Context: an optimization exercise on an open-source flow, tuned for small area and a short achievable clock period. The choices shown serve that exercise and are no tape-out recipe.
No run shown here included a check of the RTL's function; only the layout flow was run.
Power is estimated from default activity; no workload was simulated.

==> flow/design.v, too long to show whole: its modules and the start of the top module <==
// module apbRegs: 58 lines
// module countdownTimer: 59 lines
// module digitGlyph: 33 lines
// module sceneHitTest: 92 lines
// module barrelHits: 744 lines
// module radiusSquare: 109 lines
// module absDiff10: 49 lines
// module fullAdder: 10 lines
// module xnorGate: 7 lines
// module orGate: 7 lines
// module halfAdder: 9 lines
// module pixelMixer: 13 lines
// module donkeyScreen: 51 lines
module donkeyScreen #(
    parameter int TimerStart      = 6059,
    parameter int FramesPerSecond = 60
) (
    input  logic                  frame_clk,
    input  logic                  reset,
    input  logic                  PSEL,
    input  logic                  PENABLE,
    input  logic                  PWRITE,
    input  logic [7:0]            PADDR,
    input  logic [15:0]           PWDATA,
    output logic [15:0]           PRDATA,
    output logic                  PREADY,
    output logic                  PSLVERR,
    input  logic                  frameStart,
    input  spritePkg::coordT      drawX,
    input  spritePkg::coordT      drawY,
    output spritePkg::colorT      rgb,
    output spritePkg::frameCountT timeLeft
);
  // ...
==> flow/flow/run.sh <==
#!/bin/bash
# The standard layout, with plain buffers on the ports instead of the delay cells
# that port buffering picks by default, and timing repair aimed at a shorter period than
# the clock (the margin); make's output goes to make_finish.log, each tool's to orfs/logs
set -euo pipefail
bash standard.sh finish BUFFER_PORTS_ARGS="-buffer_cell sky130_fd_sc_hd__buf_2" SETUP_SLACK_MARGIN=8 > make_finish.log 2>&1
==> flow/standard.sh <==
#!/bin/bash
# synth_recipe.tcl (not shown) runs the flow's synth.tcl, then flattens the netlist and writes it again
# the make line also repeats each setting of config.mk as NAME=value (left out here)
make -C /OpenROAD-flow-scripts/flow DESIGN_CONFIG=/design/flow/config.mk WORK_HOME=/design/flow/orfs CLKGATE_MAP_FILE= SYNTH_SCRIPT=/design/flow/synth_recipe.tcl "${@:-finish}"
==> flow/config.mk <==
export PLATFORM = sky130hd
export DESIGN_NAME = donkeyScreen
export DESIGN_NICKNAME = donkeyScreen
export VERILOG_FILES = /design/flow/design.v
export SDC_FILE = /design/flow/constraint.sdc
export NUM_CORES = 4
export LEC_CHECK = 0
export CAP_MARGIN = 20
export CORE_MARGIN = 2
export CORE_UTILIZATION = 40
export CTS_BUF_LIST = sky130_fd_sc_hd__clkbuf_4 sky130_fd_sc_hd__clkbuf_8
export SLEW_MARGIN = 20
export SYNTH_HIERARCHICAL = 1
export SYNTH_MINIMUM_KEEP_SIZE = 0
==> flow/constraint.sdc <==
create_clock -name core_clock -period 14.0 [get_ports {frame_clk}]
set_input_delay 2.8000 -clock core_clock [delete_from_list [all_inputs] [get_ports {frame_clk}]]
set_output_delay 2.8000 -clock core_clock [all_outputs]
set_load 0.01 [all_outputs]
==> results.txt, run 1 <==
- Routed via count divided by cell count: 5.36
- Area overhead of the layout relative to synthesis: 6.49%
- After synthesis, the most frequently instantiated cells are sky130_fd_sc_hd__nand2_1 (260), sky130_fd_sc_hd__fa_1 (215), sky130_fd_sc_hd__inv_1 (147).
- Cell class ranked first by area: multi-input combinational cells
- Power spread over the standard cell area amounts to 92.5 nW/um^2.
- The most used flip-flop cell after synthesis is sky130_fd_sc_hd__dfxtp_1.
- For this design, the sink count on the clock tree is 141.
- Met2 WL post-DR: 19,000 um
- Wire length of the first global-routing pass: 63,100 um
- The worst setup path is of the input port to output port kind.
- Following the worst setup path forward leads to its endpoint at PRDATA[0].
- The clock network accounts for 21.4% of the total power.
* Uppermost layer routed: met4
* GRT met3 Usage: 2.07%
* CTS buffer count: 17
- Post-CTS Resized: 38
- Wires add up to 39,900 um.
- For this run, the detailed router's first-pass iteration total came to 5.
- XOR/XNOR Fraction of Synth Area: 4.25%
- For the worst-skew pair, the clock arrives at the later sink with an insertion delay of 470 ps.
- Number of flip-flops in the largest register: 20
- Post-route design area: 17,300 um^2
- Start point of the worst min-delay path: hitTest.digitHit
* Run status: no timing/DRC/antenna violations
- Synth Instances: 1,671
* Sum of net half-perimeters after detailed placement: 31,400 um
* Unrepaired setup endpoints after global routing: true
- Yosys Warn Count: 10
* Share of layout cells above drive strength 1: 19.2%
==> module countdownTimer, before the edit <==
module countdownTimer (
    input  logic        frame_clk,
    input  logic        reset,
    input  logic        frameStart,
    input  logic        timerRestart,
    output spritePkg::frameCountT timeLeft,
    output logic        hundreds,
    output spritePkg::digitT      tens,
    output spritePkg::digitT      ones
);
    localparam logic [12:0] TimerStart = 13'd6059;
    logic [12:3] countHigh;
    logic [12:0] count;
    logic [5:0]  frames;
    logic framesZero, onesZero, tensZero, tick, secTick, onesTick, tensTick;
    logic [13:3] cb;    
    logic [6:0]  fb;
    logic [4:0]  ob, tb;
    assign count    = {countHigh, frames[2] ^ ones[0], frames[1:0]};
    assign timeLeft = {3'd0, count};
    assign framesZero = (frames == 6'd0);
    assign onesZero   = (ones == 4'd0);
    assign tensZero   = (tens == 4'd0);
    assign tick     = frameStart & ~(framesZero & onesZero & tensZero & ~hundreds);
    assign secTick  = tick & framesZero;
    assign onesTick = secTick & onesZero;
    assign tensTick = onesTick & tensZero;
    always_comb begin
        cb[3] = tick & (count[2:0] == 3'd0);
        for (int i = 3; i < 13; i++) cb[i+1] = cb[i] & ~count[i];
        fb[0] = tick & ~framesZero;
        for (int i = 0; i < 6; i++) fb[i+1] = fb[i] & ~frames[i];
        ob[0] = secTick & ~onesZero;
        for (int i = 0; i < 4; i++) ob[i+1] = ob[i] & ~ones[i];
        tb[0] = onesTick & ~tensZero;
        for (int i = 0; i < 4; i++) tb[i+1] = tb[i] & ~tens[i];
    end
    always_ff @(posedge frame_clk or posedge reset) begin
        if (reset) begin
            countHigh <= TimerStart[12:3];
            frames   <= 6'd59;
            ones     <= 4'd0;
            tens     <= 4'd0;
            hundreds <= 1'b1;
        end else if (timerRestart) begin
            countHigh <= TimerStart[12:3];
            frames   <= 6'd59;
            ones     <= 4'd0;
            tens     <= 4'd0;
            hundreds <= 1'b1;
        end else begin
            countHigh <= countHigh ^ cb[12:3];
            frames <= frames ^ (fb[5:0] | {secTick, secTick, secTick, 1'b0, secTick, secTick});
            ones   <= ones ^ (ob[3:0] | {onesTick, 2'b00, onesTick});
            tens   <= tens ^ (tb[3:0] | {tensTick, 2'b00, tensTick});
            if (tensTick) hundreds <= 1'b0;
        end
    end
endmodule
==> module sceneHitTest, before the edit <==
module sceneHitTest (
    input  logic             frame_clk,
    input  logic             reset,
    input  spritePkg::coordT drawX,
    input  spritePkg::coordT drawY,
    input  spritePkg::coordT barrel0X,
    input  spritePkg::coordT barrel0Y,
    input  spritePkg::coordT barrel1X,
    input  spritePkg::coordT barrel1Y,
    input  spritePkg::coordT barrelSize,
    input  logic             hundreds,
    input  spritePkg::digitT tens,
    input  spritePkg::digitT ones,
    output logic [1:0]       code
);
    spritePkg::coordT dist0X, dist0Y, dist1X, dist1Y;
    spritePkg::coordT dist0XNext, dist0YNext, dist1XNext, dist1YNext;
    logic [19:0] radSqNext;
    logic [19:0] radSq;
    logic  distValid;
    logic  digitHit;
    logic  girderHit;
    logic  barrelNext;
    logic  girderNext;
    logic  digitNext;
    logic  inDigitArea;
    logic  glyphLit;
    spritePkg::digitT cellDigit;
    spritePkg::coordT drawXN, drawYN;
    assign drawXN = ~drawX;
    assign drawYN = ~drawY;
    absDiff10 diff0X (.a (barrel0X), .nb (drawXN), .d (dist0XNext));
    absDiff10 diff0Y (.a (barrel0Y), .nb (drawYN), .d (dist0YNext));
    absDiff10 diff1X (.a (barrel1X), .nb (drawXN), .d (dist1XNext));
    absDiff10 diff1Y (.a (barrel1Y), .nb (drawYN), .d (dist1YNext));
    radiusSquare radSquare (.r (barrelSize), .sq (radSqNext));
    always_comb begin
        girderNext = 1'b0;
        for (int i = 0; i < spritePkg::GirderCount; i++) begin
            if ((drawX > spritePkg::GirderLeft[10*i +: 10]) && (drawX < spritePkg::GirderRight[10*i +: 10])
                    && (drawY >= spritePkg::GirderTop[10*i +: 10]) && (drawY <= spritePkg::GirderBottom[10*i +: 10])) begin
                girderNext = 1'b1;
            end
        end
    end
    assign inDigitArea = (drawX < 10'd24) && (drawY < 10'd16);
    always_comb begin
        case (drawX[4:3])
            2'd0:    cellDigit = {3'd0, hundreds};
            2'd1:    cellDigit = tens;
            default: cellDigit = ones;
        endcase
    end
    digitGlyph glyph (
        .digit (cellDigit),
        .cellX (drawX[2:0]),
        .cellY (drawY[3:0]),
        .lit   (glyphLit)
    );
    assign digitNext = inDigitArea & glyphLit;
    always_ff @(posedge frame_clk) begin
        dist0X <= dist0XNext;
        dist0Y <= dist0YNext;
        dist1X <= dist1XNext;
        dist1Y <= dist1YNext;
        radSq  <= radSqNext;
    end
    always_ff @(posedge frame_clk or posedge reset) begin
        if (reset) begin
            distValid <= 1'b0;
            digitHit  <= 1'b0;
            girderHit <= 1'b0;
        end else begin
            distValid <= 1'b1;
            digitHit  <= digitNext;
            girderHit <= girderNext;
        end
    end
    barrelHits circles (
        .a0x (dist0X), .a0y (dist0Y), .a1x (dist1X), .a1y (dist1Y),
        .radSq (radSq),
        .hit (barrelNext)
    );
    always_ff @(posedge frame_clk or posedge reset) begin
        if (reset) begin
            code <= 2'b00;
        end else begin
            code[1] <= (distValid & barrelNext) | digitHit;
            code[0] <= (distValid & barrelNext) | (~digitHit & girderHit);
        end
    end
endmodule
==> module absDiff10, before the edit <==
module absDiff10 (
    input  logic [9:0] a,
    input  logic [9:0] nb,
    output logic [9:0] d
);
    wire [9:0] dp = a ^ nb;
    wire [9:0] dg = a & nb;
    wire dG0_1 = dg[1] | (dp[1] & dg[0]);
    wire dP0_1 = dp[1] & dp[0];
    wire dG0_3 = dg[3] | (dp[3] & dg[2]);
    wire dP0_3 = dp[3] & dp[2];
    wire dG0_5 = dg[5] | (dp[5] & dg[4]);
    wire dP0_5 = dp[5] & dp[4];
    wire dG0_7 = dg[7] | (dp[7] & dg[6]);
    wire dP0_7 = dp[7] & dp[6];
    wire dG0_9 = dg[9] | (dp[9] & dg[8]);
    wire dP0_9 = dp[9] & dp[8];
    wire dG1_2 = dg[2] | (dp[2] & dG0_1);
    wire dP1_2 = dp[2] & dP0_1;
    wire dG1_3 = dG0_3 | (dP0_3 & dG0_1);
    wire dP1_3 = dP0_3 & dP0_1;
    wire dG1_6 = dg[6] | (dp[6] & dG0_5);
    wire dP1_6 = dp[6] & dP0_5;
    wire dG1_7 = dG0_7 | (dP0_7 & dG0_5);
    wire dP1_7 = dP0_7 & dP0_5;
    wire dG2_4 = dg[4] | (dp[4] & dG1_3);
    wire dP2_4 = dp[4] & dP1_3;
    wire dG2_5 = dG0_5 | (dP0_5 & dG1_3);
    wire dP2_5 = dP0_5 & dP1_3;
    wire dG2_6 = dG1_6 | (dP1_6 & dG1_3);
    wire dP2_6 = dP1_6 & dP1_3;
    wire dG2_7 = dG1_7 | (dP1_7 & dG1_3);
    wire dP2_7 = dP1_7 & dP1_3;
    wire dG3_8 = dg[8] | (dp[8] & dG2_7);
    wire dP3_8 = dp[8] & dP2_7;
    wire dG3_9 = dG0_9 | (dP0_9 & dG2_7);
    wire dP3_9 = dP0_9 & dP2_7;
    wire do0 = dG3_9 ? (dp[0] ^ 1'b1) : ~(dp[0] ^ 1'b0);
    wire do1 = dG3_9 ? (dp[1] ^ (dg[0] | dp[0])) : ~(dp[1] ^ dg[0]);
    wire do2 = dG3_9 ? (dp[2] ^ (dG0_1 | dP0_1)) : ~(dp[2] ^ dG0_1);
    wire do3 = dG3_9 ? (dp[3] ^ (dG1_2 | dP1_2)) : ~(dp[3] ^ dG1_2);
    wire do4 = dG3_9 ? (dp[4] ^ (dG1_3 | dP1_3)) : ~(dp[4] ^ dG1_3);
    wire do5 = dG3_9 ? (dp[5] ^ (dG2_4 | dP2_4)) : ~(dp[5] ^ dG2_4);
    wire do6 = dG3_9 ? (dp[6] ^ (dG2_5 | dP2_5)) : ~(dp[6] ^ dG2_5);
    wire do7 = dG3_9 ? (dp[7] ^ (dG2_6 | dP2_6)) : ~(dp[7] ^ dG2_6);
    wire do8 = dG3_9 ? (dp[8] ^ (dG2_7 | dP2_7)) : ~(dp[8] ^ dG2_7);
    wire do9 = dG3_9 ? (dp[9] ^ (dG3_8 | dP3_8)) : ~(dp[9] ^ dG3_8);
    assign d = {do9, do8, do7, do6, do5, do4, do3, do2, do1, do0};
endmodule
==> run 2, diff against run 1 <==
--- a/flow/design.v
+++ b/flow/design.v
@@ -84,8 +84,8 @@
 module countdownTimer (
-    input  logic        frame_clk,
-    input  logic        reset,
-    input  logic        frameStart,
-    input  logic        timerRestart,
+    input  logic                  frame_clk,
+    input  logic                  reset,
+    input  logic                  frameStart,
+    input  logic                  timerRestart,
     output spritePkg::frameCountT timeLeft,
-    output logic        hundreds,
+    output logic                  hundreds,
     output spritePkg::digitT      tens,
@@ -94,31 +94,16 @@
     localparam logic [12:0] TimerStart = 13'd6059;
-    logic [12:3] countHigh;
     logic [12:0] count;
     logic [5:0]  frames;
-    logic framesZero, onesZero, tensZero, tick, secTick, onesTick, tensTick;
-    logic [13:3] cb;    
-    logic [6:0]  fb;
-    logic [4:0]  ob, tb;
-    assign count    = {countHigh, frames[2] ^ ones[0], frames[1:0]};
+    logic        tick;
+    logic        secBorrow;
+    logic        onesBorrow;
+    logic        tensBorrow;
     assign timeLeft = {3'd0, count};
-    assign framesZero = (frames == 6'd0);
-    assign onesZero   = (ones == 4'd0);
-    assign tensZero   = (tens == 4'd0);
-    assign tick     = frameStart & ~(framesZero & onesZero & tensZero & ~hundreds);
-    assign secTick  = tick & framesZero;
-    assign onesTick = secTick & onesZero;
-    assign tensTick = onesTick & tensZero;
-    always_comb begin
-        cb[3] = tick & (count[2:0] == 3'd0);
-        for (int i = 3; i < 13; i++) cb[i+1] = cb[i] & ~count[i];
-        fb[0] = tick & ~framesZero;
-        for (int i = 0; i < 6; i++) fb[i+1] = fb[i] & ~frames[i];
-        ob[0] = secTick & ~onesZero;
-        for (int i = 0; i < 4; i++) ob[i+1] = ob[i] & ~ones[i];
-        tb[0] = onesTick & ~tensZero;
-        for (int i = 0; i < 4; i++) tb[i+1] = tb[i] & ~tens[i];
-    end
+    assign tick       = frameStart && (count != 13'd0);
+    assign secBorrow  = (frames == 6'd0);
+    assign onesBorrow = secBorrow && (ones == 4'd0);
+    assign tensBorrow = onesBorrow && (tens == 4'd0);
     always_ff @(posedge frame_clk or posedge reset) begin
         if (reset) begin
-            countHigh <= TimerStart[12:3];
+            count    <= TimerStart;
             frames   <= 6'd59;
@@ -128,3 +113,3 @@
         end else if (timerRestart) begin
-            countHigh <= TimerStart[12:3];
+            count    <= TimerStart;
             frames   <= 6'd59;
@@ -133,8 +118,8 @@
             hundreds <= 1'b1;
-        end else begin
-            countHigh <= countHigh ^ cb[12:3];
-            frames <= frames ^ (fb[5:0] | {secTick, secTick, secTick, 1'b0, secTick, secTick});
-            ones   <= ones ^ (ob[3:0] | {onesTick, 2'b00, onesTick});
-            tens   <= tens ^ (tb[3:0] | {tensTick, 2'b00, tensTick});
-            if (tensTick) hundreds <= 1'b0;
+        end else if (tick) begin
+            count  <= count - 13'd1;
+            frames <= secBorrow ? 6'd59 : frames - 6'd1;
+            if (secBorrow) ones <= (ones == 4'd0) ? 4'd9 : ones - 4'd1;
+            if (onesBorrow) tens <= (tens == 4'd0) ? 4'd9 : tens - 4'd1;
+            if (tensBorrow) hundreds <= 1'b0;
         end
@@ -194,3 +179,3 @@
     spritePkg::coordT dist0XNext, dist0YNext, dist1XNext, dist1YNext;
-    logic [19:0] radSqNext;
+    spritePkg::coordT radius;
     logic [19:0] radSq;
@@ -205,10 +190,6 @@
     spritePkg::digitT cellDigit;
-    spritePkg::coordT drawXN, drawYN;
-    assign drawXN = ~drawX;
-    assign drawYN = ~drawY;
-    absDiff10 diff0X (.a (barrel0X), .nb (drawXN), .d (dist0XNext));
-    absDiff10 diff0Y (.a (barrel0Y), .nb (drawYN), .d (dist0YNext));
-    absDiff10 diff1X (.a (barrel1X), .nb (drawXN), .d (dist1XNext));
-    absDiff10 diff1Y (.a (barrel1Y), .nb (drawYN), .d (dist1YNext));
-    radiusSquare radSquare (.r (barrelSize), .sq (radSqNext));
+    absDiff10 diff0X (.a (drawX), .b (barrel0X), .d (dist0XNext));
+    absDiff10 diff0Y (.a (drawY), .b (barrel0Y), .d (dist0YNext));
+    absDiff10 diff1X (.a (drawX), .b (barrel1X), .d (dist1XNext));
+    absDiff10 diff1Y (.a (drawY), .b (barrel1Y), .d (dist1YNext));
     always_comb begin
@@ -242,3 +223,3 @@
         dist1Y <= dist1YNext;
-        radSq  <= radSqNext;
+        radius <= barrelSize;
     end
@@ -255,2 +236,3 @@
     end
+    radiusSquare radSquare (.r (radius), .sq (radSq));
     barrelHits circles (
@@ -388,108 +370,108 @@
     wire fs110, fc110;
-    fullAdder u110 (.a(radSq[8]), .b(pd4), .c(pd59), .s(fs110), .co(fc110));
+    fullAdder u110 (.a(pd4), .b(pd59), .c(pp16), .s(fs110), .co(fc110));
     wire hs111, hc111;
-    xnorGate u111s (.a(radSq[9]), .b(pp17), .y(hs111));
-    orGate u111c (.a(radSq[9]), .b(pp17), .y(hc111));
+    assign hs111 = ~(pp17 ^ pp24);
+    assign hc111 = pp17 | pp24;
     wire fs112, fc112;
-    fullAdder u112 (.a(radSq[10]), .b(pd5), .c(pd60), .s(fs112), .co(fc112));
+    fullAdder u112 (.a(pd5), .b(pd60), .c(pp18), .s(fs112), .co(fc112));
     wire fs113, fc113;
-    fullAdder u113 (.a(pp18), .b(pp25), .c(pp31), .s(fs113), .co(fc113));
+    fullAdder u113 (.a(pp25), .b(pp31), .c(pp36), .s(fs113), .co(fc113));
     wire hs114, hc114;
-    xnorGate u114s (.a(pp36), .b(pp40), .y(hs114));
-    orGate u114c (.a(pp36), .b(pp40), .y(hc114));
+    assign hs114 = ~(pp40 ^ pp73);
+    assign hc114 = pp40 | pp73;
     wire fs115, fc115;
-    fullAdder u115 (.a(radSq[11]), .b(pp26), .c(pp32), .s(fs115), .co(fc115));
+    fullAdder u115 (.a(pp26), .b(pp32), .c(pp37), .s(fs115), .co(fc115));
     wire hs116, hc116;
-    xnorGate u116s (.a(pp37), .b(pp41), .y(hs116));
-    orGate u116c (.a(pp37), .b(pp41), .y(hc116));
+    assign hs116 = ~(pp41 ^ pp81);
+    assign hc116 = pp41 | pp81;
     wire fs117, fc117;
-    fullAdder u117 (.a(radSq[12]), .b(pd6), .c(pd61), .s(fs117), .co(fc117));
+    fullAdder u117 (.a(pd6), .b(pd61), .c(pp33), .s(fs117), .co(fc117));
     wire fs118, fc118;
-    fullAdder u118 (.a(pp33), .b(pp38), .c(pp42), .s(fs118), .co(fc118));
+    fullAdder u118 (.a(pp38), .b(pp42), .c(pp45), .s(fs118), .co(fc118));
     wire hs119, hc119;
-    xnorGate u119s (.a(radSq[4]), .b(pd2), .y(hs119));
-    orGate u119c (.a(radSq[4]), .b(pd2), .y(hc119));
+    assign hs119 = ~(pd2 ^ pd57);
+    assign hc119 = pd2 | pd57;
     wire fs120, fc120;
-    fullAdder u120 (.a(radSq[6]), .b(pd3), .c(pd58), .s(fs120), .co(fc120));
+    fullAdder u120 (.a(pd3), .b(pd58), .c(pp14), .s(fs120), .co(fc120));
     wire hs121, hc121;
-    xnorGate u121s (.a(pp14), .b(pp21), .y(hs121));
-    orGate u121c (.a(pp14), .b(pp21), .y(hc121));
+    assign hs121 = ~(pp21 ^ pp27);
+    assign hc121 = pp21 | pp27;
     wire fs122, fc122;
-    fullAdder u122 (.a(radSq[7]), .b(pp15), .c(pp22), .s(fs122), .co(fc122));
+    fullAdder u122 (.a(pp15), .b(pp22), .c(pp28), .s(fs122), .co(fc122));
     wire hs123, hc123;
-    xnorGate u123s (.a(pp28), .b(pp70), .y(hs123));
-    orGate u123c (.a(pp28), .b(pp70), .y(hc123));
+    assign hs123 = ~(pp70 ^ pp77);
+    assign hc123 = pp70 | pp77;
     wire fs124, fc124;
-    fullAdder u124 (.a(pp16), .b(pp23), .c(pp29), .s(fs124), .co(fc124));
+    fullAdder u124 (.a(pp23), .b(pp29), .c(pp34), .s(fs124), .co(fc124));
     wire fs125, fc125;
-    fullAdder u125 (.a(pp34), .b(pp71), .c(pp78), .s(fs125), .co(fc125));
+    fullAdder u125 (.a(pp71), .b(pp78), .c(pp84), .s(fs125), .co(fc125));
     wire hs126, hc126;
-    xnorGate u126s (.a(pp84), .b(pp89), .y(hs126));
-    orGate u126c (.a(pp84), .b(pp89), .y(hc126));
+    assign hs126 = ~(pp89 ^ fs110);
+    assign hc126 = pp89 | fs110;
     wire fs127, fc127;
-    fullAdder u127 (.a(pp24), .b(pp30), .c(pp35), .s(fs127), .co(fc127));
+    fullAdder u127 (.a(pp30), .b(pp35), .c(pp72), .s(fs127), .co(fc127));
     wire fs128, fc128;
-    fullAdder u128 (.a(pp72), .b(pp79), .c(pp85), .s(fs128), .co(fc128));
+    fullAdder u128 (.a(pp79), .b(pp85), .c(pp90), .s(fs128), .co(fc128));
     wire fs129, fc129;
-    fullAdder u129 (.a(pp90), .b(fc110), .c(hs111), .s(fs129), .co(fc129));
+    fullAdder u129 (.a(hs111), .b(fc110), .c(radSq[9]), .s(fs129), .co(fc129));
     wire fs130, fc130;
-    fullAdder u130 (.a(pp73), .b(pp80), .c(pp86), .s(fs130), .co(fc130));
+    fullAdder u130 (.a(pp80), .b(pp86), .c(pp91), .s(fs130), .co(fc130));
     wire fs131, fc131;
-    fullAdder u131 (.a(pp91), .b(pp95), .c(hc111), .s(fs131), .co(fc131));
+    fullAdder u131 (.a(pp95), .b(hc111), .c(hs114), .s(fs131), .co(fc131));
     wire fs132, fc132;
-    fullAdder u132 (.a(hs114), .b(fs112), .c(fs113), .s(fs132), .co(fc132));
+    fullAdder u132 (.a(fs112), .b(fs113), .c(radSq[10]), .s(fs132), .co(fc132));
     wire fs133, fc133;
-    fullAdder u133 (.a(pp81), .b(pp87), .c(pp92), .s(fs133), .co(fc133));
+    fullAdder u133 (.a(pp87), .b(pp92), .c(pp96), .s(fs133), .co(fc133));
     wire fs134, fc134;
-    fullAdder u134 (.a(pp96), .b(hc114), .c(fc112), .s(fs134), .co(fc134));
+    fullAdder u134 (.a(hc114), .b(hs116), .c(fc112), .s(fs134), .co(fc134));
     wire fs135, fc135;
-    fullAdder u135 (.a(hs116), .b(fc113), .c(fs115), .s(fs135), .co(fc135));
+    fullAdder u135 (.a(fc113), .b(fs115), .c(radSq[11]), .s(fs135), .co(fc135));
     wire fs136, fc136;
-    fullAdder u136 (.a(pp45), .b(pp88), .c(pp93), .s(fs136), .co(fc136));
+    fullAdder u136 (.a(pp88), .b(pp93), .c(pp97), .s(fs136), .co(fc136));
     wire fs137, fc137;
-    fullAdder u137 (.a(pp97), .b(pp100), .c(hc116), .s(fs137), .co(fc137));
+    fullAdder u137 (.a(pp100), .b(hc116), .c(fc115), .s(fs137), .co(fc137));
     wire fs138, fc138;
-    fullAdder u138 (.a(fc115), .b(fs117), .c(fs118), .s(fs138), .co(fc138));
+    fullAdder u138 (.a(fs117), .b(fs118), .c(radSq[12]), .s(fs138), .co(fc138));
     wire fs139, fc139;
-    fullAdder u139 (.a(radSq[13]), .b(pp39), .c(pp43), .s(fs139), .co(fc139));
+    fullAdder u139 (.a(pp39), .b(pp43), .c(pp46), .s(fs139), .co(fc139));
     wire fs140, fc140;
-    fullAdder u140 (.a(pp46), .b(pp94), .c(pp98), .s(fs140), .co(fc140));
+    fullAdder u140 (.a(pp94), .b(pp98), .c(pp101), .s(fs140), .co(fc140));
     wire fs141, fc141;
-    fullAdder u141 (.a(pp101), .b(fc117), .c(fc118), .s(fs141), .co(fc141));
+    fullAdder u141 (.a(fc117), .b(fc118), .c(radSq[13]), .s(fs141), .co(fc141));
     wire fs142, fc142;
-    fullAdder u142 (.a(radSq[14]), .b(pd7), .c(pd62), .s(fs142), .co(fc142));
+    fullAdder u142 (.a(pd7), .b(pd62), .c(pp44), .s(fs142), .co(fc142));
     wire fs143, fc143;
-    fullAdder u143 (.a(pp44), .b(pp47), .c(pp49), .s(fs143), .co(fc143));
+    fullAdder u143 (.a(pp47), .b(pp49), .c(pp99), .s(fs143), .co(fc143));
     wire fs144, fc144;
-    fullAdder u144 (.a(pp99), .b(pp102), .c(pp104), .s(fs144), .co(fc144));
+    fullAdder u144 (.a(pp102), .b(pp104), .c(radSq[14]), .s(fs144), .co(fc144));
     wire fs145, fc145;
-    fullAdder u145 (.a(radSq[15]), .b(pp48), .c(pp50), .s(fs145), .co(fc145));
+    fullAdder u145 (.a(pp48), .b(pp50), .c(pp103), .s(fs145), .co(fc145));
     wire fs146, fc146;
-    fullAdder u146 (.a(radSq[16]), .b(pd8), .c(pd63), .s(fs146), .co(fc146));
+    fullAdder u146 (.a(pd8), .b(pd63), .c(pp51), .s(fs146), .co(fc146));
     wire hs147, hc147;
-    xnorGate u147s (.a(radSq[2]), .b(pd1), .y(hs147));
-    orGate u147c (.a(radSq[2]), .b(pd1), .y(hc147));
+    assign hs147 = ~(pd1 ^ pd56);
+    assign hc147 = pd1 | pd56;
     wire fs148, fc148;
-    fullAdder u148 (.a(pd57), .b(pp12), .c(pp19), .s(fs148), .co(fc148));
+    fullAdder u148 (.a(pp12), .b(pp19), .c(pp67), .s(fs148), .co(fc148));
     wire fs149, fc149;
-    fullAdder u149 (.a(radSq[5]), .b(pp13), .c(pp20), .s(fs149), .co(fc149));
+    fullAdder u149 (.a(pp13), .b(pp20), .c(pp68), .s(fs149), .co(fc149));
     wire hs150, hc150;
-    xnorGate u150s (.a(pp68), .b(pp75), .y(hs150));
-    orGate u150c (.a(pp68), .b(pp75), .y(hc150));
+    assign hs150 = ~(pp75 ^ hc119);
+    assign hc150 = pp75 | hc119;
     wire fs151, fc151;
-    fullAdder u151 (.a(pp27), .b(pp69), .c(pp76), .s(fs151), .co(fc151));
+    fullAdder u151 (.a(pp69), .b(pp76), .c(pp82), .s(fs151), .co(fc151));
     wire fs152, fc152;
-    fullAdder u152 (.a(pp82), .b(hs121), .c(fs120), .s(fs152), .co(fc152));
+    fullAdder u152 (.a(hs121), .b(fs120), .c(radSq[6]), .s(fs152), .co(fc152));
     wire fs153, fc153;
-    fullAdder u153 (.a(pp77), .b(pp83), .c(hc121), .s(fs153), .co(fc153));
+    fullAdder u153 (.a(pp83), .b(hc121), .c(hs123), .s(fs153), .co(fc153));
     wire fs154, fc154;
-    fullAdder u154 (.a(fc120), .b(hs123), .c(fs122), .s(fs154), .co(fc154));
+    fullAdder u154 (.a(fc120), .b(fs122), .c(radSq[7]), .s(fs154), .co(fc154));
     wire fs155, fc155;
-    fullAdder u155 (.a(hc123), .b(hs126), .c(fc122), .s(fs155), .co(fc155));
+    fullAdder u155 (.a(hc123), .b(fc122), .c(fs124), .s(fs155), .co(fc155));
     wire fs156, fc156;
-    fullAdder u156 (.a(fs110), .b(fs124), .c(fs125), .s(fs156), .co(fc156));
+    fullAdder u156 (.a(fs125), .b(hs126), .c(radSq[8]), .s(fs156), .co(fc156));
     wire fs157, fc157;
-    fullAdder u157 (.a(hc126), .b(fc124), .c(fc125), .s(fs157), .co(fc157));
+    fullAdder u157 (.a(fc124), .b(fc125), .c(fs127), .s(fs157), .co(fc157));
     wire fs158, fc158;
-    fullAdder u158 (.a(fs127), .b(fs128), .c(fs129), .s(fs158), .co(fc158));
+    fullAdder u158 (.a(fs128), .b(hc126), .c(fs129), .s(fs158), .co(fc158));
     wire fs159, fc159;
@@ -497,3 +479,3 @@
     wire fs160, fc160;
-    fullAdder u160 (.a(fc129), .b(fs131), .c(fs132), .s(fs160), .co(fc160));
+    fullAdder u160 (.a(fs131), .b(fc129), .c(fs132), .s(fs160), .co(fc160));
     wire fs161, fc161;
@@ -513,26 +495,26 @@
     wire fs168, fc168;
-    fullAdder u168 (.a(fs143), .b(fs144), .c(fc141), .s(fs168), .co(fc168));
+    fullAdder u168 (.a(fs143), .b(fc141), .c(fs144), .s(fs168), .co(fc168));
     wire fs169, fc169;
-    fullAdder u169 (.a(pp103), .b(pp105), .c(fc142), .s(fs169), .co(fc169));
+    fullAdder u169 (.a(pp105), .b(fc142), .c(fc143), .s(fs169), .co(fc169));
     wire fs170, fc170;
-    fullAdder u170 (.a(fc143), .b(fc144), .c(fs145), .s(fs170), .co(fc170));
+    fullAdder u170 (.a(fs145), .b(radSq[15]), .c(fc144), .s(fs170), .co(fc170));
     wire fs171, fc171;
-    fullAdder u171 (.a(pp51), .b(pp52), .c(pp106), .s(fs171), .co(fc171));
+    fullAdder u171 (.a(pp52), .b(pp106), .c(pp107), .s(fs171), .co(fc171));
     wire fs172, fc172;
-    fullAdder u172 (.a(pp107), .b(fc145), .c(fs146), .s(fs172), .co(fc172));
+    fullAdder u172 (.a(fc145), .b(fs146), .c(radSq[16]), .s(fs172), .co(fc172));
     wire fs173, fc173;
-    fullAdder u173 (.a(radSq[17]), .b(pp53), .c(pp108), .s(fs173), .co(fc173));
+    fullAdder u173 (.a(pp53), .b(pp108), .c(fc146), .s(fs173), .co(fc173));
     wire fs174, fc174;
-    fullAdder u174 (.a(radSq[18]), .b(pd9), .c(pd64), .s(fs174), .co(fc174));
+    fullAdder u174 (.a(pd9), .b(pd64), .c(pp54), .s(fs174), .co(fc174));
     wire hs175, hc175;
-    xnorGate u175s (.a(pd56), .b(pp10), .y(hs175));
-    orGate u175c (.a(pd56), .b(pp10), .y(hc175));
+    assign hs175 = ~(pp10 ^ pp65);
+    assign hc175 = pp10 | pp65;
     wire fs176, fc176;
-    fullAdder u176 (.a(radSq[3]), .b(pp11), .c(pp66), .s(fs176), .co(fc176));
+    fullAdder u176 (.a(pp11), .b(pp66), .c(hc147), .s(fs176), .co(fc176));
     wire fs177, fc177;
-    fullAdder u177 (.a(pp67), .b(pp74), .c(hs119), .s(fs177), .co(fc177));
+    fullAdder u177 (.a(pp74), .b(hs119), .c(fs148), .s(fs177), .co(fc177));
     wire fs178, fc178;
-    fullAdder u178 (.a(hc119), .b(hs150), .c(fc148), .s(fs178), .co(fc178));
+    fullAdder u178 (.a(fc148), .b(fs149), .c(hs150), .s(fs178), .co(fc178));
     wire fs179, fc179;
-    fullAdder u179 (.a(hc150), .b(fc149), .c(fs151), .s(fs179), .co(fc179));
+    fullAdder u179 (.a(fc149), .b(hc150), .c(fs151), .s(fs179), .co(fc179));
     wire fs180, fc180;
@@ -540,5 +522,5 @@
     wire fs181, fc181;
-    fullAdder u181 (.a(fc153), .b(fc154), .c(fs155), .s(fs181), .co(fc181));
+    fullAdder u181 (.a(fc153), .b(fs155), .c(fc154), .s(fs181), .co(fc181));
     wire fs182, fc182;
-    fullAdder u182 (.a(fc155), .b(fc156), .c(fs157), .s(fs182), .co(fc182));
+    fullAdder u182 (.a(fc155), .b(fs157), .c(fc156), .s(fs182), .co(fc182));
     wire fs183, fc183;
@@ -554,23 +536,23 @@
     wire fs188, fc188;
-    fullAdder u188 (.a(fc167), .b(fs169), .c(fs170), .s(fs188), .co(fc188));
+    fullAdder u188 (.a(fc167), .b(fs169), .c(fc168), .s(fs188), .co(fc188));
     wire fs189, fc189;
-    fullAdder u189 (.a(fs171), .b(fc169), .c(fc170), .s(fs189), .co(fc189));
+    fullAdder u189 (.a(fs171), .b(fc169), .c(fs172), .s(fs189), .co(fc189));
     wire fs190, fc190;
-    fullAdder u190 (.a(fc146), .b(fc171), .c(fs173), .s(fs190), .co(fc190));
+    fullAdder u190 (.a(fc171), .b(fs173), .c(radSq[17]), .s(fs190), .co(fc190));
     wire fs191, fc191;
-    fullAdder u191 (.a(pp54), .b(pp109), .c(fc173), .s(fs191), .co(fc191));
+    fullAdder u191 (.a(pp109), .b(fs174), .c(fc173), .s(fs191), .co(fc191));
     wire hs192, hc192;
-    xnorGate u192s (.a(radSq[0]), .b(pd0), .y(hs192));
-    orGate u192c (.a(radSq[0]), .b(pd0), .y(hc192));
+    assign hs192 = ~(pd0 ^ pd55);
+    assign hc192 = pd0 | pd55;
     wire hs193, hc193;
-    xnorGate u193s (.a(pp65), .b(hs147), .y(hs193));
-    orGate u193c (.a(pp65), .b(hs147), .y(hc193));
+    assign hs193 = ~(hs147 ^ hs175);
+    assign hc193 = hs147 | hs175;
     wire fs194, fc194;
-    fullAdder u194 (.a(hc147), .b(hc175), .c(fs176), .s(fs194), .co(fc194));
+    fullAdder u194 (.a(hc175), .b(fs176), .c(radSq[3]), .s(fs194), .co(fc194));
     wire fs195, fc195;
-    fullAdder u195 (.a(fc176), .b(fs148), .c(fs177), .s(fs195), .co(fc195));
+    fullAdder u195 (.a(fc176), .b(fs177), .c(radSq[4]), .s(fs195), .co(fc195));
     wire fs196, fc196;
-    fullAdder u196 (.a(fs149), .b(fc177), .c(fs178), .s(fs196), .co(fc196));
+    fullAdder u196 (.a(fc177), .b(fs178), .c(radSq[5]), .s(fs196), .co(fc196));
     wire fs197, fc197;
-    fullAdder u197 (.a(fc178), .b(fs152), .c(fs179), .s(fs197), .co(fc197));
+    fullAdder u197 (.a(fc178), .b(fs179), .c(fs152), .s(fs197), .co(fc197));
     wire fs198, fc198;
@@ -580,3 +562,3 @@
     wire fs200, fc200;
-    fullAdder u200 (.a(fc181), .b(fs158), .c(fs182), .s(fs200), .co(fc200));
+    fullAdder u200 (.a(fc181), .b(fs182), .c(fs158), .s(fs200), .co(fc200));
     wire fs201, fc201;
@@ -592,5 +574,5 @@
     wire fs206, fc206;
-    fullAdder u206 (.a(fc168), .b(fs188), .c(fc187), .s(fs206), .co(fc206));
+    fullAdder u206 (.a(fs170), .b(fc187), .c(fs188), .s(fs206), .co(fc206));
     wire fs207, fc207;
-    fullAdder u207 (.a(fs172), .b(fc188), .c(fs189), .s(fs207), .co(fc207));
+    fullAdder u207 (.a(fc170), .b(fs189), .c(fc188), .s(fs207), .co(fc207));
     wire fs208, fc208;
@@ -598,7 +580,7 @@
     wire fs209, fc209;
-    fullAdder u209 (.a(fs174), .b(fc190), .c(fs191), .s(fs209), .co(fc209));
+    fullAdder u209 (.a(fs191), .b(radSq[18]), .c(fc190), .s(fs209), .co(fc209));
     wire fs210, fc210;
-    fullAdder u210 (.a(radSq[19]), .b(fc174), .c(fc191), .s(fs210), .co(fc210));
+    fullAdder u210 (.a(fc174), .b(fc191), .c(radSq[19]), .s(fs210), .co(fc210));
     wire [19:0] b0A = {~fc209, ~fc208, ~fc207, ~fc206, ~fc205, ~fc204, ~fc203, ~fc202, ~fc201, ~fc200, ~fc199, ~fc198, ~fc197, ~fc196, ~fc195, ~fc194, ~hc193, ~hs193, ~hc192, ~hs192};
-    wire [19:0] b0B = {~fs210, ~fs209, ~fs208, ~fs207, ~fs206, ~fs205, ~fs204, ~fs203, ~fs202, ~fs201, ~fs200, ~fs199, ~fs198, ~fs197, ~fs196, ~fs195, ~fs194, ~hs175, ~radSq[1], ~pd55};
+    wire [19:0] b0B = {~fs210, ~fs209, ~fs208, ~fs207, ~fs206, ~fs205, ~fs204, ~fs203, ~fs202, ~fs201, ~fs200, ~fs199, ~fs198, ~fs197, ~fs196, ~fs195, ~fs194, ~radSq[2], ~radSq[1], ~radSq[0]};
     wire [19:0] b0g = b0A & b0B;
@@ -755,108 +737,108 @@
     wire fs321, fc321;
-    fullAdder u321 (.a(radSq[8]), .b(pd215), .c(pd270), .s(fs321), .co(fc321));
+    fullAdder u321 (.a(pd215), .b(pd270), .c(pp227), .s(fs321), .co(fc321));
     wire hs322, hc322;
-    xnorGate u322s (.a(radSq[9]), .b(pp228), .y(hs322));
-    orGate u322c (.a(radSq[9]), .b(pp228), .y(hc322));
+    assign hs322 = ~(pp228 ^ pp235);
+    assign hc322 = pp228 | pp235;
     wire fs323, fc323;
-    fullAdder u323 (.a(radSq[10]), .b(pd216), .c(pd271), .s(fs323), .co(fc323));
+    fullAdder u323 (.a(pd216), .b(pd271), .c(pp229), .s(fs323), .co(fc323));
     wire fs324, fc324;
-    fullAdder u324 (.a(pp229), .b(pp236), .c(pp242), .s(fs324), .co(fc324));
+    fullAdder u324 (.a(pp236), .b(pp242), .c(pp247), .s(fs324), .co(fc324));
     wire hs325, hc325;
-    xnorGate u325s (.a(pp247), .b(pp251), .y(hs325));
-    orGate u325c (.a(pp247), .b(pp251), .y(hc325));
+    assign hs325 = ~(pp251 ^ pp284);
+    assign hc325 = pp251 | pp284;
     wire fs326, fc326;
-    fullAdder u326 (.a(radSq[11]), .b(pp237), .c(pp243), .s(fs326), .co(fc326));
+    fullAdder u326 (.a(pp237), .b(pp243), .c(pp248), .s(fs326), .co(fc326));
     wire hs327, hc327;
-    xnorGate u327s (.a(pp248), .b(pp252), .y(hs327));
-    orGate u327c (.a(pp248), .b(pp252), .y(hc327));
+    assign hs327 = ~(pp252 ^ pp292);
+    assign hc327 = pp252 | pp292;
     wire fs328, fc328;
-    fullAdder u328 (.a(radSq[12]), .b(pd217), .c(pd272), .s(fs328), .co(fc328));
+    fullAdder u328 (.a(pd217), .b(pd272), .c(pp244), .s(fs328), .co(fc328));
     wire fs329, fc329;
-    fullAdder u329 (.a(pp244), .b(pp249), .c(pp253), .s(fs329), .co(fc329));
+    fullAdder u329 (.a(pp249), .b(pp253), .c(pp256), .s(fs329), .co(fc329));
     wire hs330, hc330;
-    xnorGate u330s (.a(radSq[4]), .b(pd213), .y(hs330));
-    orGate u330c (.a(radSq[4]), .b(pd213), .y(hc330));
+    assign hs330 = ~(pd213 ^ pd268);
+    assign hc330 = pd213 | pd268;
     wire fs331, fc331;
-    fullAdder u331 (.a(radSq[6]), .b(pd214), .c(pd269), .s(fs331), .co(fc331));
+    fullAdder u331 (.a(pd214), .b(pd269), .c(pp225), .s(fs331), .co(fc331));
     wire hs332, hc332;
-    xnorGate u332s (.a(pp225), .b(pp232), .y(hs332));
-    orGate u332c (.a(pp225), .b(pp232), .y(hc332));
+    assign hs332 = ~(pp232 ^ pp238);
+    assign hc332 = pp232 | pp238;
     wire fs333, fc333;
-    fullAdder u333 (.a(radSq[7]), .b(pp226), .c(pp233), .s(fs333), .co(fc333));
+    fullAdder u333 (.a(pp226), .b(pp233), .c(pp239), .s(fs333), .co(fc333));
     wire hs334, hc334;
-    xnorGate u334s (.a(pp239), .b(pp281), .y(hs334));
-    orGate u334c (.a(pp239), .b(pp281), .y(hc334));
+    assign hs334 = ~(pp281 ^ pp288);
+    assign hc334 = pp281 | pp288;
     wire fs335, fc335;
-    fullAdder u335 (.a(pp227), .b(pp234), .c(pp240), .s(fs335), .co(fc335));
+    fullAdder u335 (.a(pp234), .b(pp240), .c(pp245), .s(fs335), .co(fc335));
     wire fs336, fc336;
-    fullAdder u336 (.a(pp245), .b(pp282), .c(pp289), .s(fs336), .co(fc336));
+    fullAdder u336 (.a(pp282), .b(pp289), .c(pp295), .s(fs336), .co(fc336));
     wire hs337, hc337;
-    xnorGate u337s (.a(pp295), .b(pp300), .y(hs337));
-    orGate u337c (.a(pp295), .b(pp300), .y(hc337));
+    assign hs337 = ~(pp300 ^ fs321);
+    assign hc337 = pp300 | fs321;
     wire fs338, fc338;
-    fullAdder u338 (.a(pp235), .b(pp241), .c(pp246), .s(fs338), .co(fc338));
+    fullAdder u338 (.a(pp241), .b(pp246), .c(pp283), .s(fs338), .co(fc338));
     wire fs339, fc339;
-    fullAdder u339 (.a(pp283), .b(pp290), .c(pp296), .s(fs339), .co(fc339));
+    fullAdder u339 (.a(pp290), .b(pp296), .c(pp301), .s(fs339), .co(fc339));
     wire fs340, fc340;
-    fullAdder u340 (.a(pp301), .b(fc321), .c(hs322), .s(fs340), .co(fc340));
+    fullAdder u340 (.a(hs322), .b(fc321), .c(radSq[9]), .s(fs340), .co(fc340));
     wire fs341, fc341;
-    fullAdder u341 (.a(pp284), .b(pp291), .c(pp297), .s(fs341), .co(fc341));
+    fullAdder u341 (.a(pp291), .b(pp297), .c(pp302), .s(fs341), .co(fc341));
     wire fs342, fc342;
-    fullAdder u342 (.a(pp302), .b(pp306), .c(hc322), .s(fs342), .co(fc342));
+    fullAdder u342 (.a(pp306), .b(hc322), .c(hs325), .s(fs342), .co(fc342));
     wire fs343, fc343;
-    fullAdder u343 (.a(hs325), .b(fs323), .c(fs324), .s(fs343), .co(fc343));
+    fullAdder u343 (.a(fs323), .b(fs324), .c(radSq[10]), .s(fs343), .co(fc343));
     wire fs344, fc344;
-    fullAdder u344 (.a(pp292), .b(pp298), .c(pp303), .s(fs344), .co(fc344));
+    fullAdder u344 (.a(pp298), .b(pp303), .c(pp307), .s(fs344), .co(fc344));
     wire fs345, fc345;
-    fullAdder u345 (.a(pp307), .b(hc325), .c(fc323), .s(fs345), .co(fc345));
+    fullAdder u345 (.a(hc325), .b(hs327), .c(fc323), .s(fs345), .co(fc345));
     wire fs346, fc346;
-    fullAdder u346 (.a(hs327), .b(fc324), .c(fs326), .s(fs346), .co(fc346));
+    fullAdder u346 (.a(fc324), .b(fs326), .c(radSq[11]), .s(fs346), .co(fc346));
     wire fs347, fc347;
-    fullAdder u347 (.a(pp256), .b(pp299), .c(pp304), .s(fs347), .co(fc347));
+    fullAdder u347 (.a(pp299), .b(pp304), .c(pp308), .s(fs347), .co(fc347));
     wire fs348, fc348;
-    fullAdder u348 (.a(pp308), .b(pp311), .c(hc327), .s(fs348), .co(fc348));
+    fullAdder u348 (.a(pp311), .b(hc327), .c(fc326), .s(fs348), .co(fc348));
     wire fs349, fc349;
-    fullAdder u349 (.a(fc326), .b(fs328), .c(fs329), .s(fs349), .co(fc349));
+    fullAdder u349 (.a(fs328), .b(fs329), .c(radSq[12]), .s(fs349), .co(fc349));
     wire fs350, fc350;
-    fullAdder u350 (.a(radSq[13]), .b(pp250), .c(pp254), .s(fs350), .co(fc350));
+    fullAdder u350 (.a(pp250), .b(pp254), .c(pp257), .s(fs350), .co(fc350));
     wire fs351, fc351;
-    fullAdder u351 (.a(pp257), .b(pp305), .c(pp309), .s(fs351), .co(fc351));
+    fullAdder u351 (.a(pp305), .b(pp309), .c(pp312), .s(fs351), .co(fc351));
     wire fs352, fc352;
-    fullAdder u352 (.a(pp312), .b(fc328), .c(fc329), .s(fs352), .co(fc352));
+    fullAdder u352 (.a(fc328), .b(fc329), .c(radSq[13]), .s(fs352), .co(fc352));
     wire fs353, fc353;
-    fullAdder u353 (.a(radSq[14]), .b(pd218), .c(pd273), .s(fs353), .co(fc353));
+    fullAdder u353 (.a(pd218), .b(pd273), .c(pp255), .s(fs353), .co(fc353));
     wire fs354, fc354;
-    fullAdder u354 (.a(pp255), .b(pp258), .c(pp260), .s(fs354), .co(fc354));
+    fullAdder u354 (.a(pp258), .b(pp260), .c(pp310), .s(fs354), .co(fc354));
     wire fs355, fc355;
-    fullAdder u355 (.a(pp310), .b(pp313), .c(pp315), .s(fs355), .co(fc355));
+    fullAdder u355 (.a(pp313), .b(pp315), .c(radSq[14]), .s(fs355), .co(fc355));
     wire fs356, fc356;
-    fullAdder u356 (.a(radSq[15]), .b(pp259), .c(pp261), .s(fs356), .co(fc356));
+    fullAdder u356 (.a(pp259), .b(pp261), .c(pp314), .s(fs356), .co(fc356));
     wire fs357, fc357;
-    fullAdder u357 (.a(radSq[16]), .b(pd219), .c(pd274), .s(fs357), .co(fc357));
+    fullAdder u357 (.a(pd219), .b(pd274), .c(pp262), .s(fs357), .co(fc357));
     wire hs358, hc358;
-    xnorGate u358s (.a(radSq[2]), .b(pd212), .y(hs358));
-    orGate u358c (.a(radSq[2]), .b(pd212), .y(hc358));
+    assign hs358 = ~(pd212 ^ pd267);
+    assign hc358 = pd212 | pd267;
     wire fs359, fc359;
-    fullAdder u359 (.a(pd268), .b(pp223), .c(pp230), .s(fs359), .co(fc359));
+    fullAdder u359 (.a(pp223), .b(pp230), .c(pp278), .s(fs359), .co(fc359));
     wire fs360, fc360;
-    fullAdder u360 (.a(radSq[5]), .b(pp224), .c(pp231), .s(fs360), .co(fc360));
+    fullAdder u360 (.a(pp224), .b(pp231), .c(pp279), .s(fs360), .co(fc360));
     wire hs361, hc361;
-    xnorGate u361s (.a(pp279), .b(pp286), .y(hs361));
-    orGate u361c (.a(pp279), .b(pp286), .y(hc361));
+    assign hs361 = ~(pp286 ^ hc330);
+    assign hc361 = pp286 | hc330;
     wire fs362, fc362;
-    fullAdder u362 (.a(pp238), .b(pp280), .c(pp287), .s(fs362), .co(fc362));
+    fullAdder u362 (.a(pp280), .b(pp287), .c(pp293), .s(fs362), .co(fc362));
     wire fs363, fc363;
-    fullAdder u363 (.a(pp293), .b(hs332), .c(fs331), .s(fs363), .co(fc363));
+    fullAdder u363 (.a(hs332), .b(fs331), .c(radSq[6]), .s(fs363), .co(fc363));
     wire fs364, fc364;
-    fullAdder u364 (.a(pp288), .b(pp294), .c(hc332), .s(fs364), .co(fc364));
+    fullAdder u364 (.a(pp294), .b(hc332), .c(hs334), .s(fs364), .co(fc364));
     wire fs365, fc365;
-    fullAdder u365 (.a(fc331), .b(hs334), .c(fs333), .s(fs365), .co(fc365));
+    fullAdder u365 (.a(fc331), .b(fs333), .c(radSq[7]), .s(fs365), .co(fc365));
     wire fs366, fc366;
-    fullAdder u366 (.a(hc334), .b(hs337), .c(fc333), .s(fs366), .co(fc366));
+    fullAdder u366 (.a(hc334), .b(fc333), .c(fs335), .s(fs366), .co(fc366));
     wire fs367, fc367;
-    fullAdder u367 (.a(fs321), .b(fs335), .c(fs336), .s(fs367), .co(fc367));
+    fullAdder u367 (.a(fs336), .b(hs337), .c(radSq[8]), .s(fs367), .co(fc367));
     wire fs368, fc368;
-    fullAdder u368 (.a(hc337), .b(fc335), .c(fc336), .s(fs368), .co(fc368));
+    fullAdder u368 (.a(fc335), .b(fc336), .c(fs338), .s(fs368), .co(fc368));
     wire fs369, fc369;
-    fullAdder u369 (.a(fs338), .b(fs339), .c(fs340), .s(fs369), .co(fc369));
+    fullAdder u369 (.a(fs339), .b(hc337), .c(fs340), .s(fs369), .co(fc369));
     wire fs370, fc370;
@@ -864,3 +846,3 @@
     wire fs371, fc371;
-    fullAdder u371 (.a(fc340), .b(fs342), .c(fs343), .s(fs371), .co(fc371));
+    fullAdder u371 (.a(fs342), .b(fc340), .c(fs343), .s(fs371), .co(fc371));
     wire fs372, fc372;
@@ -880,26 +862,26 @@
     wire fs379, fc379;
-    fullAdder u379 (.a(fs354), .b(fs355), .c(fc352), .s(fs379), .co(fc379));
+    fullAdder u379 (.a(fs354), .b(fc352), .c(fs355), .s(fs379), .co(fc379));
     wire fs380, fc380;
-    fullAdder u380 (.a(pp314), .b(pp316), .c(fc353), .s(fs380), .co(fc380));
+    fullAdder u380 (.a(pp316), .b(fc353), .c(fc354), .s(fs380), .co(fc380));
     wire fs381, fc381;
-    fullAdder u381 (.a(fc354), .b(fc355), .c(fs356), .s(fs381), .co(fc381));
+    fullAdder u381 (.a(fs356), .b(radSq[15]), .c(fc355), .s(fs381), .co(fc381));
     wire fs382, fc382;
-    fullAdder u382 (.a(pp262), .b(pp263), .c(pp317), .s(fs382), .co(fc382));
+    fullAdder u382 (.a(pp263), .b(pp317), .c(pp318), .s(fs382), .co(fc382));
     wire fs383, fc383;
-    fullAdder u383 (.a(pp318), .b(fc356), .c(fs357), .s(fs383), .co(fc383));
+    fullAdder u383 (.a(fc356), .b(fs357), .c(radSq[16]), .s(fs383), .co(fc383));
     wire fs384, fc384;
-    fullAdder u384 (.a(radSq[17]), .b(pp264), .c(pp319), .s(fs384), .co(fc384));
+    fullAdder u384 (.a(pp264), .b(pp319), .c(fc357), .s(fs384), .co(fc384));
     wire fs385, fc385;
-    fullAdder u385 (.a(radSq[18]), .b(pd220), .c(pd275), .s(fs385), .co(fc385));
+    fullAdder u385 (.a(pd220), .b(pd275), .c(pp265), .s(fs385), .co(fc385));
     wire hs386, hc386;
-    xnorGate u386s (.a(pd267), .b(pp221), .y(hs386));
-    orGate u386c (.a(pd267), .b(pp221), .y(hc386));
+    assign hs386 = ~(pp221 ^ pp276);
+    assign hc386 = pp221 | pp276;
     wire fs387, fc387;
-    fullAdder u387 (.a(radSq[3]), .b(pp222), .c(pp277), .s(fs387), .co(fc387));
+    fullAdder u387 (.a(pp222), .b(pp277), .c(hc358), .s(fs387), .co(fc387));
     wire fs388, fc388;
-    fullAdder u388 (.a(pp278), .b(pp285), .c(hs330), .s(fs388), .co(fc388));
+    fullAdder u388 (.a(pp285), .b(hs330), .c(fs359), .s(fs388), .co(fc388));
     wire fs389, fc389;
-    fullAdder u389 (.a(hc330), .b(hs361), .c(fc359), .s(fs389), .co(fc389));
+    fullAdder u389 (.a(fc359), .b(fs360), .c(hs361), .s(fs389), .co(fc389));
     wire fs390, fc390;
-    fullAdder u390 (.a(hc361), .b(fc360), .c(fs362), .s(fs390), .co(fc390));
+    fullAdder u390 (.a(fc360), .b(hc361), .c(fs362), .s(fs390), .co(fc390));
     wire fs391, fc391;
@@ -907,5 +889,5 @@
     wire fs392, fc392;
-    fullAdder u392 (.a(fc364), .b(fc365), .c(fs366), .s(fs392), .co(fc392));
+    fullAdder u392 (.a(fc364), .b(fs366), .c(fc365), .s(fs392), .co(fc392));
     wire fs393, fc393;
-    fullAdder u393 (.a(fc366), .b(fc367), .c(fs368), .s(fs393), .co(fc393));
+    fullAdder u393 (.a(fc366), .b(fs368), .c(fc367), .s(fs393), .co(fc393));
     wire fs394, fc394;
@@ -921,23 +903,23 @@
     wire fs399, fc399;
-    fullAdder u399 (.a(fc378), .b(fs380), .c(fs381), .s(fs399), .co(fc399));
+    fullAdder u399 (.a(fc378), .b(fs380), .c(fc379), .s(fs399), .co(fc399));
     wire fs400, fc400;
-    fullAdder u400 (.a(fs382), .b(fc380), .c(fc381), .s(fs400), .co(fc400));
+    fullAdder u400 (.a(fs382), .b(fc380), .c(fs383), .s(fs400), .co(fc400));
     wire fs401, fc401;
-    fullAdder u401 (.a(fc357), .b(fc382), .c(fs384), .s(fs401), .co(fc401));
+    fullAdder u401 (.a(fc382), .b(fs384), .c(radSq[17]), .s(fs401), .co(fc401));
     wire fs402, fc402;
-    fullAdder u402 (.a(pp265), .b(pp320), .c(fc384), .s(fs402), .co(fc402));
+    fullAdder u402 (.a(pp320), .b(fs385), .c(fc384), .s(fs402), .co(fc402));
     wire hs403, hc403;
-    xnorGate u403s (.a(radSq[0]), .b(pd211), .y(hs403));
-    orGate u403c (.a(radSq[0]), .b(pd211), .y(hc403));
+    assign hs403 = ~(pd211 ^ pd266);
+    assign hc403 = pd211 | pd266;
     wire hs404, hc404;
-    xnorGate u404s (.a(pp276), .b(hs358), .y(hs404));
-    orGate u404c (.a(pp276), .b(hs358), .y(hc404));
+    assign hs404 = ~(hs358 ^ hs386);
+    assign hc404 = hs358 | hs386;
     wire fs405, fc405;
-    fullAdder u405 (.a(hc358), .b(hc386), .c(fs387), .s(fs405), .co(fc405));
+    fullAdder u405 (.a(hc386), .b(fs387), .c(radSq[3]), .s(fs405), .co(fc405));
     wire fs406, fc406;
-    fullAdder u406 (.a(fc387), .b(fs359), .c(fs388), .s(fs406), .co(fc406));
+    fullAdder u406 (.a(fc387), .b(fs388), .c(radSq[4]), .s(fs406), .co(fc406));
     wire fs407, fc407;
-    fullAdder u407 (.a(fs360), .b(fc388), .c(fs389), .s(fs407), .co(fc407));
+    fullAdder u407 (.a(fc388), .b(fs389), .c(radSq[5]), .s(fs407), .co(fc407));
     wire fs408, fc408;
-    fullAdder u408 (.a(fc389), .b(fs363), .c(fs390), .s(fs408), .co(fc408));
+    fullAdder u408 (.a(fc389), .b(fs390), .c(fs363), .s(fs408), .co(fc408));
     wire fs409, fc409;
@@ -947,3 +929,3 @@
     wire fs411, fc411;
-    fullAdder u411 (.a(fc392), .b(fs369), .c(fs393), .s(fs411), .co(fc411));
+    fullAdder u411 (.a(fc392), .b(fs393), .c(fs369), .s(fs411), .co(fc411));
     wire fs412, fc412;
@@ -959,5 +941,5 @@
     wire fs417, fc417;
-    fullAdder u417 (.a(fc379), .b(fs399), .c(fc398), .s(fs417), .co(fc417));
+    fullAdder u417 (.a(fs381), .b(fc398), .c(fs399), .s(fs417), .co(fc417));
     wire fs418, fc418;
-    fullAdder u418 (.a(fs383), .b(fc399), .c(fs400), .s(fs418), .co(fc418));
+    fullAdder u418 (.a(fc381), .b(fs400), .c(fc399), .s(fs418), .co(fc418));
     wire fs419, fc419;
@@ -965,7 +947,7 @@
     wire fs420, fc420;
-    fullAdder u420 (.a(fs385), .b(fc401), .c(fs402), .s(fs420), .co(fc420));
+    fullAdder u420 (.a(fs402), .b(radSq[18]), .c(fc401), .s(fs420), .co(fc420));
     wire fs421, fc421;
-    fullAdder u421 (.a(radSq[19]), .b(fc385), .c(fc402), .s(fs421), .co(fc421));
+    fullAdder u421 (.a(fc385), .b(fc402), .c(radSq[19]), .s(fs421), .co(fc421));
     wire [19:0] b1A = {~fc420, ~fc419, ~fc418, ~fc417, ~fc416, ~fc415, ~fc414, ~fc413, ~fc412, ~fc411, ~fc410, ~fc409, ~fc408, ~fc407, ~fc406, ~fc405, ~hc404, ~hs404, ~hc403, ~hs403};
-    wire [19:0] b1B = {~fs421, ~fs420, ~fs419, ~fs418, ~fs417, ~fs416, ~fs415, ~fs414, ~fs413, ~fs412, ~fs411, ~fs410, ~fs409, ~fs408, ~fs407, ~fs406, ~fs405, ~hs386, ~radSq[1], ~pd266};
+    wire [19:0] b1B = {~fs421, ~fs420, ~fs419, ~fs418, ~fs417, ~fs416, ~fs415, ~fs414, ~fs413, ~fs412, ~fs411, ~fs410, ~fs409, ~fs408, ~fs407, ~fs406, ~fs405, ~radSq[2], ~radSq[1], ~radSq[0]};
     wire [19:0] b1g = b1A & b1B;
@@ -1124,7 +1106,7 @@
     input  logic [9:0] a,
-    input  logic [9:0] nb,
+    input  logic [9:0] b,
     output logic [9:0] d
 );
-    wire [9:0] dp = a ^ nb;
-    wire [9:0] dg = a & nb;
+    wire [9:0] dp = ~(a ^ b);
+    wire [9:0] dg = a & ~b;
     wire dG0_1 = dg[1] | (dp[1] & dg[0]);
@@ -1181,16 +1163,2 @@
 endmodule
-module xnorGate (
-    input  logic a,
-    input  logic b,
-    output logic y
-);
-    assign y = ~(a ^ b);
-endmodule
-module orGate (
-    input  logic a,
-    input  logic b,
-    output logic y
-);
-    assign y = a | b;
-endmodule
 module halfAdder (
--- a/flow/config.mk
+++ b/flow/config.mk
@@ -10,3 +10,2 @@
 export CORE_UTILIZATION = 40
-export CTS_BUF_LIST = sky130_fd_sc_hd__clkbuf_4 sky130_fd_sc_hd__clkbuf_8
 export SLEW_MARGIN = 20
==> run 2 against run 1 <==
Still clean. Power up 78%. Register-to-register slack worse by 1600 ps. Setup slack better by 43 ps. Maximum frequency up 0.66%. Utilization up 1.1 points. Clock skew down 2.7 ps. Clock-buffer cell count unchanged. Clock power up 31%. Combinational power up 140%. Sequential power up 9.8%. Cell area up 4.2%. Critical path type unchanged.
==> results.txt, run 2 <==
* Largest incremental delay on the critical path: 370 ps (was 230 ps)
- The dominant synthesized flop cell is sky130_fd_sc_hd__dfxtp_1 (unchanged).
- Cell taking the most area after synthesis: sky130_fd_sc_hd__fa_1 (unchanged)
- The routability congestion estimate from global placement came to 0.854 (was 0.885).
* Sum of net half-perimeters after detailed placement: 32,400 um (was 31,400 um)
* Total GRT Usage: 20.6% (was 19.2%)
- Initial core utilization: 40.3% (was 40.8%)
- Data required time of the worst path: 11,200 ps (about the same)
* Shortest period the worst path allows: 6510 ps (was 6550 ps)
- Synthesis-stage register bit count: 134 (was 141)
- The clock slew at the register clock pins of the worst setup and hold paths is 70 ps (was 90 ps).
- The total count of max-transition violations in the final report came to 0 (unchanged).
* Biggest fanout along the worst timing path: 8 (unchanged)
* Post-route design area: 18,100 um^2 (was 17,300 um^2)
* Clock sinks: 134 (was 141)
- The number of core rows was 74 (was 73).
- Worst slack on hold paths: 412 ps (was 453 ps)
- Crit path kind: input port to output port (unchanged)
- The leading cell type in the layout, fill and taps excluded was sky130_fd_sc_hd__nand2_1 (unchanged).
- The first-pass GRT wire length came to 68,300 um (was 63,100 um).
- Achievable clock frequency: 0.154 GHz (was 0.153 GHz)
- The hold violation count in the final report is 0 (unchanged).
* Number of global-route vias before repair: 12,702 (was 11,619)
- The clock tree from TritonCTS is built (unchanged).
- The overall routed net length was 41,800 um (was 39,900 um).
* Arrival time at the worst endpoint: 3710 ps (was 3750 ps)
* Clock insertion delay at the later pin of the skew report: 430 ps (was 470 ps)
- Initial antenna violation count: 2 (was 1)
* Largest register by flop count: timer.count (was hitTest.radSq)
- Clock Skews: 12.3 ps (was 15.0 ps)
- Buffers from clock root to sink, at most: 2 (unchanged)
- Unrepaired setup endpoints after global routing: true (unchanged)
- The total iterations of the first detailed-routing run was 5 (unchanged).
- Post-layout total power: 2.86 mW (was 1.60 mW)
- The total I/O pin count came to 96 (unchanged).
* Top library cells by usage in the layout, fill and taps aside: sky130_fd_sc_hd__nand2_1 (226), sky130_fd_sc_hd__fa_1 (211), sky130_fd_sc_hd__inv_1 (167), sky130_fd_sc_hd__ha_1 (100), sky130_fd_sc_hd__buf_2 (74) (was sky130_fd_sc_hd__nand2_1 (259), sky130_fd_sc_hd__fa_1 (215), sky130_fd_sc_hd__inv_1 (145), sky130_fd_sc_hd__ha_1 (88), sky130_fd_sc_hd__buf_2 (74))
- The path type of the worst min-delay path is register to register (unchanged).
- The sequential-to-total area share from yosys stat was 19.3% (was 20.1%).
* Total number of vias: 12,201 (was 11,746)
- The synthesized instance count was 1,685 (was 1,671).
- The number of flip-flops under the largest register name came to 13 (was 20).
- Remaining global-route overflow: 0 (unchanged)
* Area overhead of the layout relative to synthesis: 10.5% (was 6.49%)
- Commonest cells in the netlist: sky130_fd_sc_hd__nand2_1 (228), sky130_fd_sc_hd__fa_1 (215), sky130_fd_sc_hd__inv_1 (168) (was sky130_fd_sc_hd__nand2_1 (260), sky130_fd_sc_hd__fa_1 (215), sky130_fd_sc_hd__inv_1 (147)).
* Run status: no timing/DRC/antenna violations (unchanged)
- The fill cell total of the finished layout came to 3,909 (was 3,874).
* H-tree depth reported by CTS: 4 (unchanged)
- The layout cell share with drive strength beyond 1 is 21.4% (was 19.2%).
* Final instance count without filler cells: 2,241 (was 2,193)
- Routed via count divided by cell count: 5.44 (was 5.36)
- Leading cell types by total area after synthesis: sky130_fd_sc_hd__fa_1 (26%), sky130_fd_sc_hd__ha_1 (8.1%), sky130_fd_sc_hd__dfrtp_1 (6.7%) (was sky130_fd_sc_hd__fa_1 (26%), sky130_fd_sc_hd__dfxtp_1 (7.4%), sky130_fd_sc_hd__ha_1 (6.8%)).
- The number of hold buffers added after CTS is 0 (unchanged).
- The leakage power figure is 7.72 nW (was 7.82 nW).
- Cell count after placement: 2,171 (was 2,145)
- Core Box Area: 40,600 um^2 (was 39,900 um^2)
* Cell at the slowest stage of the critical path: sky130_fd_sc_hd__nor3b_4 (was sky130_fd_sc_hd__nor2_4)
* Number of nets in the layout: 2,066 (was 2,007)
* Worst ir drop on vdd: 0.124 mV (was 0.0726 mV)
- Type of origin of the critical path: input port (unchanged)
- The total number of yosys warnings was 10 (unchanged).
* Final critical-path share of the clock period: 46.5% (was 46.8%)
- Cell area reported after detailed placement: 16,700 um^2 (was 16,600 um^2)
- Routed wire length per instance: 18.7 um (was 18.2 um)
- Setup TNS: 0 ps (unchanged)
- The overall die area was 42,500 um^2 (was 42,300 um^2).
- Areal power density over the cells: 158 nW/um^2 (was 92.5 nW/um^2)
- The register area came to 3190 um^2 (was 3280 um^2).
- First DRT Iteration DRCs: 836 (was 681)
- Pin count of the biggest net entering global routing: 52 (unchanged)
* CTS buffer count: 17 (unchanged)
- The DRC violations left came to 0 (unchanged).
-- run 2: cell types whose count changed in the layout (fill, tap and decap cells not counted), moves of 20 or more --
cell                      before  now
sky130_fd_sc_hd__xnor2_1      53    4
sky130_fd_sc_hd__nand2_1     259  226
sky130_fd_sc_hd__or2_1        29    1
sky130_fd_sc_hd__buf_4         6   33
sky130_fd_sc_hd__inv_1       145  167
sky130_fd_sc_hd__dfxtp_1      60   40
-- run 2: metal layers --
layer  GRT usage, %  up-vias  wire length [um]
met2           33.6      305             19500
li1               -     5661                 -
met3           2.89       58              1940
met5              0        -                 7
met1           28.2     6175             19200
met4           7.04        2              1140
-- run 2: layout make-up --
cell class                 instances  area share (%)
tap                              532            3.69
antenna                            1          0.0139
timing repair buffer             118            4.66
multi-input combinational       1256            67.3
clock buffer                      17            2.36
clock inverter                    15           0.894
inverter                         168            3.49
sequential                       134            17.6
-- run 2: cell families (layout without fill, tap and decap cells) --
kind of cell	count (synthesis)	count (layout)	synth area share, %
compound gates	281	281	12.8
xor+xnor	47	47	2.52
fa+ha+maj	325	325	34.7
buf+inv	303	318	9.08
flops	134	134	19.3
mux	94	94	6.29
other cells	5	13	0.115
simple gates	496	497	15.2
-- run 2: final timing paths --
| path | from | to | cells after the start |
|---|---|---|---|
| setup / recovery | PADDR[2] | PRDATA[4] | 5 |
| hold / removal | regs.barrelSize[6] | hitTest.radius[6] | 0 |
| setup reg to reg | hitTest.radius[0] | hitTest.code[0] | 22 |
| hold reg to reg | regs.barrelSize[6] | hitTest.radius[6] | 0 |
| max in group asynchronous | reset | regs.barrelSize[4] | 3 |
| min in group asynchronous | reset | hitTest.digitHit | 2 |
-- run 2: worst max-delay path, delay by kind of cell --
family	cells	cell delay, ps
AO/OA/AOI/OAI	1	140
buffers and inverters	2	260
AND/OR/NAND/NOR	2	510
-- run 2: timing repair --
item / CTS / global route
pin swaps: 36 / 18
setup buffers: 24 / 9
gates resized for setup: 99 / 10
gates cloned: 3 / 1
endpoints found under the setup margin: 13 / 13
-- run 2: where the power goes --
group	switching, mW	internal, mW
registers	0.103	0.446
logic	0.967	0.892
clock network	0.197	0.252
total	1.27	1.59
-- run 2: modules after synthesis, one instance, submodules excluded, excerpt --
module          flops+latches  times used  area, um^2
radiusSquare                0           1        1080
barrelHits                  0           1        1970
absDiff10                   0           4         707
countdownTimer             28           1        1770
pixelMixer                  0           1         126
halfAdder                   0           7        12.5
digitGlyph                  0           1         342
sceneHitTest               55           1        1610
apbRegs                    51           1        2540
fullAdder                   0         199        20.0

==> separate check: timing with driven ports <==
No port has a modelled driver above. Below, the same layouts with a new extraction and two added sets of constraints. Step 1: set_driving_cell puts a clkbuf_16 on frame_clk and a buf_2 on each other input, an assumption about the parent block. Step 2 also shifts input and output timing later by t, the mid clock arrival at the registers, as if the neighbouring blocks saw the same clock. a / b / c = ideal / step 1 / step 2; a / b = the first two.
run	t, ns	setup WS [ns]	worst setup path after step 2	slew at the worst register clock pin (ns)
run 1	0.510	7.449 / 7.269 / 7.269	input to output	0.10 / 0.10
run 2	0.476	7.492 / 7.254 / 7.254	input to output	0.07 / 0.07
After both steps setup and hold are still met in every run listed. For run 2, which loses most, drivers alone change the setup slack by -0.238 ns; drivers and shift together by -0.238 ns.
